Background: an optimization exercise with open tools, aiming at small area. Do not read the settings as production practice.
Function not checked in this run: the RTL went through the layout flow alone.
Power is estimated from default activity; no workload was simulated.

[flow/run.sh]
#!/bin/bash
# synth_recipe.tcl (not shown) runs the flow's synth.tcl, then flattens the netlist and writes it again
# the make line also repeats each setting of config.mk as NAME=value (left out here)
make -C /OpenROAD-flow-scripts/flow DESIGN_CONFIG=/design/flow/config.mk WORK_HOME=/design/flow/orfs CLKGATE_MAP_FILE= SYNTH_SCRIPT=/design/flow/synth_recipe.tcl finish
[flow/config.mk]
export PLATFORM = sky130hd
export DESIGN_NAME = wb_regfile
export DESIGN_NICKNAME = wb_regfile
export VERILOG_FILES = /design/flow/design.v
export SDC_FILE = /design/flow/constraint.sdc
export NUM_CORES = 4
export LEC_CHECK = 0
export CAP_MARGIN = 20
export CORE_MARGIN = 2
export CORE_UTILIZATION = 40
export SLEW_MARGIN = 20
[flow/constraint.sdc]
create_clock -name core_clock -period 8.0 [get_ports {clock}]
set_input_delay 1.6000 -clock core_clock [delete_from_list [all_inputs] [get_ports {clock}]]
set_output_delay 1.6000 -clock core_clock [all_outputs]
set_load 0.01 [all_outputs]
[flow/design.v]
package pipe_pkg;
    localparam int DATA_W = 32;
    localparam int ADDR_W = 5;
    typedef enum logic [1:0] {
        WB_SEL_ALU = 2'b00,
        WB_SEL_MEM = 2'b01,
        WB_SEL_NPC = 2'b10,
        WB_SEL_RSV = 2'b11
    } wb_sel_e;
    localparam logic [4:0] REG_ZERO = 5'd0;
endpackage
module regfile_2r1w #(
    parameter int DATA_W = pipe_pkg::DATA_W,
    parameter int ADDR_W = pipe_pkg::ADDR_W
) (
    input  logic              clock,
    input  logic              reset,
    input  logic              we,
    input  logic [ADDR_W-1:0] waddr,
    input  logic [DATA_W-1:0] wdata,
    input  logic [ADDR_W-1:0] raddr_a,
    input  logic [ADDR_W-1:0] raddr_b,
    output logic [DATA_W-1:0] rdata_a,
    output logic [DATA_W-1:0] rdata_b
);
    localparam int NREG = 2 ** ADDR_W;
    logic [DATA_W-1:0] mem [NREG];
    logic              wr_ok;
    assign wr_ok = we && (waddr != ADDR_W'(pipe_pkg::REG_ZERO));
    always_ff @(posedge clock or negedge reset) begin
        if (!reset) begin
            for (int i = 0; i < NREG; i++) begin
                mem[i] <= '0;
            end
        end else if (wr_ok) begin
            mem[waddr] <= wdata;
        end
    end
    always_comb begin
        rdata_a = mem[raddr_a];
        rdata_b = mem[raddr_b];
        if (raddr_a == ADDR_W'(pipe_pkg::REG_ZERO)) rdata_a = '0;
        if (raddr_b == ADDR_W'(pipe_pkg::REG_ZERO)) rdata_b = '0;
    end
endmodule
module wb_regfile #(
    parameter int DATA_W = pipe_pkg::DATA_W,
    parameter int ADDR_W = pipe_pkg::ADDR_W
) (
    input  logic              clock,
    input  logic              reset,
    input  logic [DATA_W-1:0] c_MEM_WB,
    input  logic [DATA_W-1:0] npc_MEM_WB,
    input  logic [DATA_W-1:0] data_out_MEM_WB,
    input  logic [ADDR_W-1:0] num_write_MEM_WB,
    input  logic              reg_write_MEM_WB,
    input  logic [1:0]        s_data_write_MEM_WB,
    input  logic [ADDR_W-1:0] num_a,
    input  logic [ADDR_W-1:0] num_b,
    output logic [DATA_W-1:0] a,
    output logic [DATA_W-1:0] b,
    output logic [DATA_W-1:0] data_write,
    output logic              wb_en,
    output logic [15:0]       commit_count
);
    always_comb begin
        data_write = '0;
        case (s_data_write_MEM_WB)
            pipe_pkg::WB_SEL_ALU: data_write = c_MEM_WB;
            pipe_pkg::WB_SEL_MEM: data_write = data_out_MEM_WB;
            pipe_pkg::WB_SEL_NPC: data_write = npc_MEM_WB;
            default:    data_write = '0;
        endcase
    end
    assign wb_en = reg_write_MEM_WB
                && (num_write_MEM_WB != ADDR_W'(pipe_pkg::REG_ZERO))
                && (s_data_write_MEM_WB != pipe_pkg::WB_SEL_RSV);
    always_ff @(posedge clock or negedge reset) begin
        if (!reset) begin
            commit_count <= '0;
        end else if (wb_en) begin
            commit_count <= commit_count + 16'd1;
        end
    end
    regfile_2r1w #(
        .DATA_W (DATA_W),
        .ADDR_W (ADDR_W)
    ) u_rf (
        .clock   (clock),
        .reset   (reset),
        .we      (wb_en),
        .waddr   (num_write_MEM_WB),
        .wdata   (data_write),
        .raddr_a (num_a),
        .raddr_b (num_b),
        .rdata_a (a),
        .rdata_b (b)
    );
endmodule
==> impl_metrics.yaml <==
yosys:
  synth_top_flop_cell: "dfrtp_1"
  ys_types: 76
  synth-edff-count: 0
  avgSynthCellArea_um2: 8.39
  syn-cell-area_um2: 52400
  syn_nets: 6368
  async_flop_share_pct: 100
  syn_inst: 6251
  ys_warn_count: 3
  ys_seq_elements: 1008
  synth_seq_area_share_pct: 48.1
layout:
  fillers: 12654
  drive_gt1_share_pct: 9.12
  post-route-util_pct: 46.4
  multi_input_area_um2: 24400
  layout_common_cells: "nand3_1, dfrtp_1, nand2_1"
  stdcell_count: 8012
  area_growth_pct: 14.8
  nets: 6281
  fin_area_um2: 60200
  mostFrequentLayoutCell: "nand3_1"
  regArea_um2: 25200
timing:
  max_freq_ghz: 0.136
  hold_viol_final: 0
  finalClockSkew_ps: 2.45
  finalSetupTns_ps: 0
  slew_violations: 0
  min_period_ps: 7350
  rsz0062_at_grt: "false"
  slew-limit-headroom_pct: 15.6
  setup_viol: 0
  fin_crit_sh_pct: 91.9
  worst_pin_slew_ps: 1260
detailed_routing:
  totalWireLength_um: 279000
  vias: 55839
  detail_route.drc_violations: 0
  dr.pass1.iters: 9
  viasPerCell: 6.97
  first_iter_violations: 10931
  wire_per_inst_um: 34.8
  ant_nets: 0
setup_path:
  reg2reg_from: "commit_count[0]"
  path_class: "in -> out"
  crit_fanout: 53
  cp_cell_sequence: "clkdlybuf4s50_1, and3b_4, buf_4, nand3_1, nand4_1, nor4_1, a31oi_1, clkdlybuf4s50_1"
  crit_path_max_incr_delay_ps: 830
  critPathCaptureType: "primary output"
  crit_path_frequent_cell: "clkdlybuf4s50_1"
  startpoint: "num_b[3]"
  cp.required_ps: 6400
  reg2reg_depth: 5
  crit_slowest_cell: "clkdlybuf4s50_1"
  crit_arrival_ps: 5750
  startpoint_type: "input port"
power:
  p_int_w: 0.00998
  leakagePower_nw: 25.5
  power.share.switching_pct: 32.7
  clockPowerShare_pct: 36.3
  p_total_w: 0.0148
  p_comb_share_pct: 15.9
  vdd_ir_drop_max_mv: 0.186
  power_density_nw_per_um2: 246
  p_switching_w: 0.00485
  seq_power_share_pct: 47.8
clock_network:
  worstSkewPairLatency_ps: 750
  htreeDepth: 3
  post_cts_buffers: 0
  cts_resized: 0
  clockBufferDepth: 3
  cts_buffers: 113
  clock-sinks: 1008
  cts_tree: "done"
  clockRootBuffer: "clkbuf_16"
  cts.reportedPaths.clkPinSlew_ps: 60
  cts_hold_buf: 0
worst_hold_path:
  hold_start: "commit_count[15]"
  holdPathStages: 1
  hold_path_class: "reg -> reg"
global_routing:
  grt_overflow_total: 0
  first_global_vias: 51648
  grt_max_degree: 173
  groute.usage.overall_pct: 40.3
  grt_pass1_wl_um: 391000
  antenna_found_initial: 20
die:
  die_w_um: 366
  die-area_um2: 134000
  boundaryPins: 229
  die_y_um: 366
  rows: 132
  start_util_pct: 40.4
  core_um2: 130000
flow_run:
  max_cap_violations: 0
place:
  gp_congestion: 1.02
  numPortBuffers: 228
  dp_hpwl_um: 170000
  placedInstanceArea_um2: 56400
  placed_cells: 7790
outcome:
  status: "complete, no violations"
## layout make-up
cell class	instances	area share [%]
antenna	20	0.0831
clock buffer	167	5.52
clock inverter	34	0.665
inverter	41	0.256
multi-input combinational	4507	40.6
sequential	1008	41.9
tap	1742	3.62
timing repair buffer	493	7.38
## Yosys cell counts, types with 14 or more instances
master,number,area [µm²]
and2_1,38,238
inv_1,40,150
buf_6,14,158
nor2_1,442,1660
a2111oi_0,42,368
a22o_1,31,272
nand3_1,1063,5320
a21oi_1,524,2620
dfrtp_1,1008,25200
a222oi_1,37,370
clkbuf_1,392,1470
and4_1,26,228
nand4_1,301,1880
nor2b_1,15,93.8
mux2i_1,34,340
buf_1,68,255
nor3_1,16,80.1
a31oi_1,47,294
nor4_1,70,438
a221o_1,17,170
a22oi_1,170,1280
nand2_1,640,2400
o21ai_0,628,3140
and3b_1,15,131
and3_1,191,1190
buf_2,210,1050
## worst max-delay path, delay by kind of cell
family / cells / cell delay [ps]
AO/OA/AOI/OAI: 1 / 590
buffers and inverters: 3 / 2250
AND/OR/NAND/NOR: 4 / 1180
## logic make-up (layout without fill, tap and decap cells)
| group | after synthesis | count (layout) | synth area share, % |
|---|---|---|---|
| simple gates | 2879 | 2879 | 27.1 |
| compound gates | 1570 | 1570 | 17.6 |
| flops | 1008 | 1008 | 48.1 |
| xor+xnor | 15 | 15 | 0.251 |
| mux | 42 | 42 | 0.821 |
| other cells | 0 | 20 | 0 |
| buf+inv | 736 | 735 | 6.04 |
| fa+ha+maj | 1 | 1 | 0.0239 |
## metrics by stage
| stage | setup WS, ps | hold WS (ps) |
|---|---|---|
| global placement | 920 | 464 |
| CTS | 888 | 477 |
| detailed placement | 889 | 469 |
| global route | 711 | 494 |
| floorplan | 3320 | 455 |
| finish | 651 | 471 |
## state kept, by name (all words and copies together), names as in the netlist
signal        count
commit_count     16
u_rf.mem        992
## power by group through the flow
stage	sequential (W)	combinational [W]	clock, W
3_5_place_dp	0.00707	0.00230	0
2_1_floorplan	0.00664	0.00135	0
3_3_place_gp	0.00709	0.00223	0
6_report	0.00709	0.00236	0.00538
4_1_cts	0.00700	0.00230	0.00538
5_1_grt	0.00713	0.00256	0.00560
## worst paths after layout
| check | to | slack [ps] |
|---|---|---|
| hold reg to reg | commit_count[15] | 470 |
| setup / recovery | b[10] | 650 |
| setup reg to reg | commit_count[12] | 6260 |
| min in group asynchronous | u_rf.mem[25][31] | 900 |
| max in group asynchronous | u_rf.mem[24][20] | 5310 |
| hold / removal | commit_count[15] | 470 |
## layer usage
metal | up-vias | global-route usage [%] | routed length [µm]
li1 | 22452 | - | -
met1 | 26626 | 51.8 | 101000
met2 | 5273 | 55.1 | 111000
met3 | 1478 | 15.3 | 43000
met4 | 10 | 28.8 | 24300
met5 | - | 0 | 128

re-timing with driven ports:
Ports are ideal in the flow. The routed layout listed here was re-timed in OpenROAD.
Step 1 sets driving cells, clkbuf_16 on the clock port and buf_2 on the other inputs (assumed; they add their load-dependent delay and slew).
Step 2 times the ports against the registers' clock, not the clock port: input delays grow and output delays shrink by t, the midpoint of the rising clock arrivals with the driver on.
a / b / c = ideal / step 1 / step 2; a / b = the first two.
t (ns): 0.840
setup WS [ns]: 0.651 / 0.629 / 0.629
latest minus earliest clock arrival (ns): 0.038 / 0.038
After both steps this run still meets setup and hold. For this run, drivers alone change the setup slack by -0.022 ns; drivers and shift together by -0.022 ns.
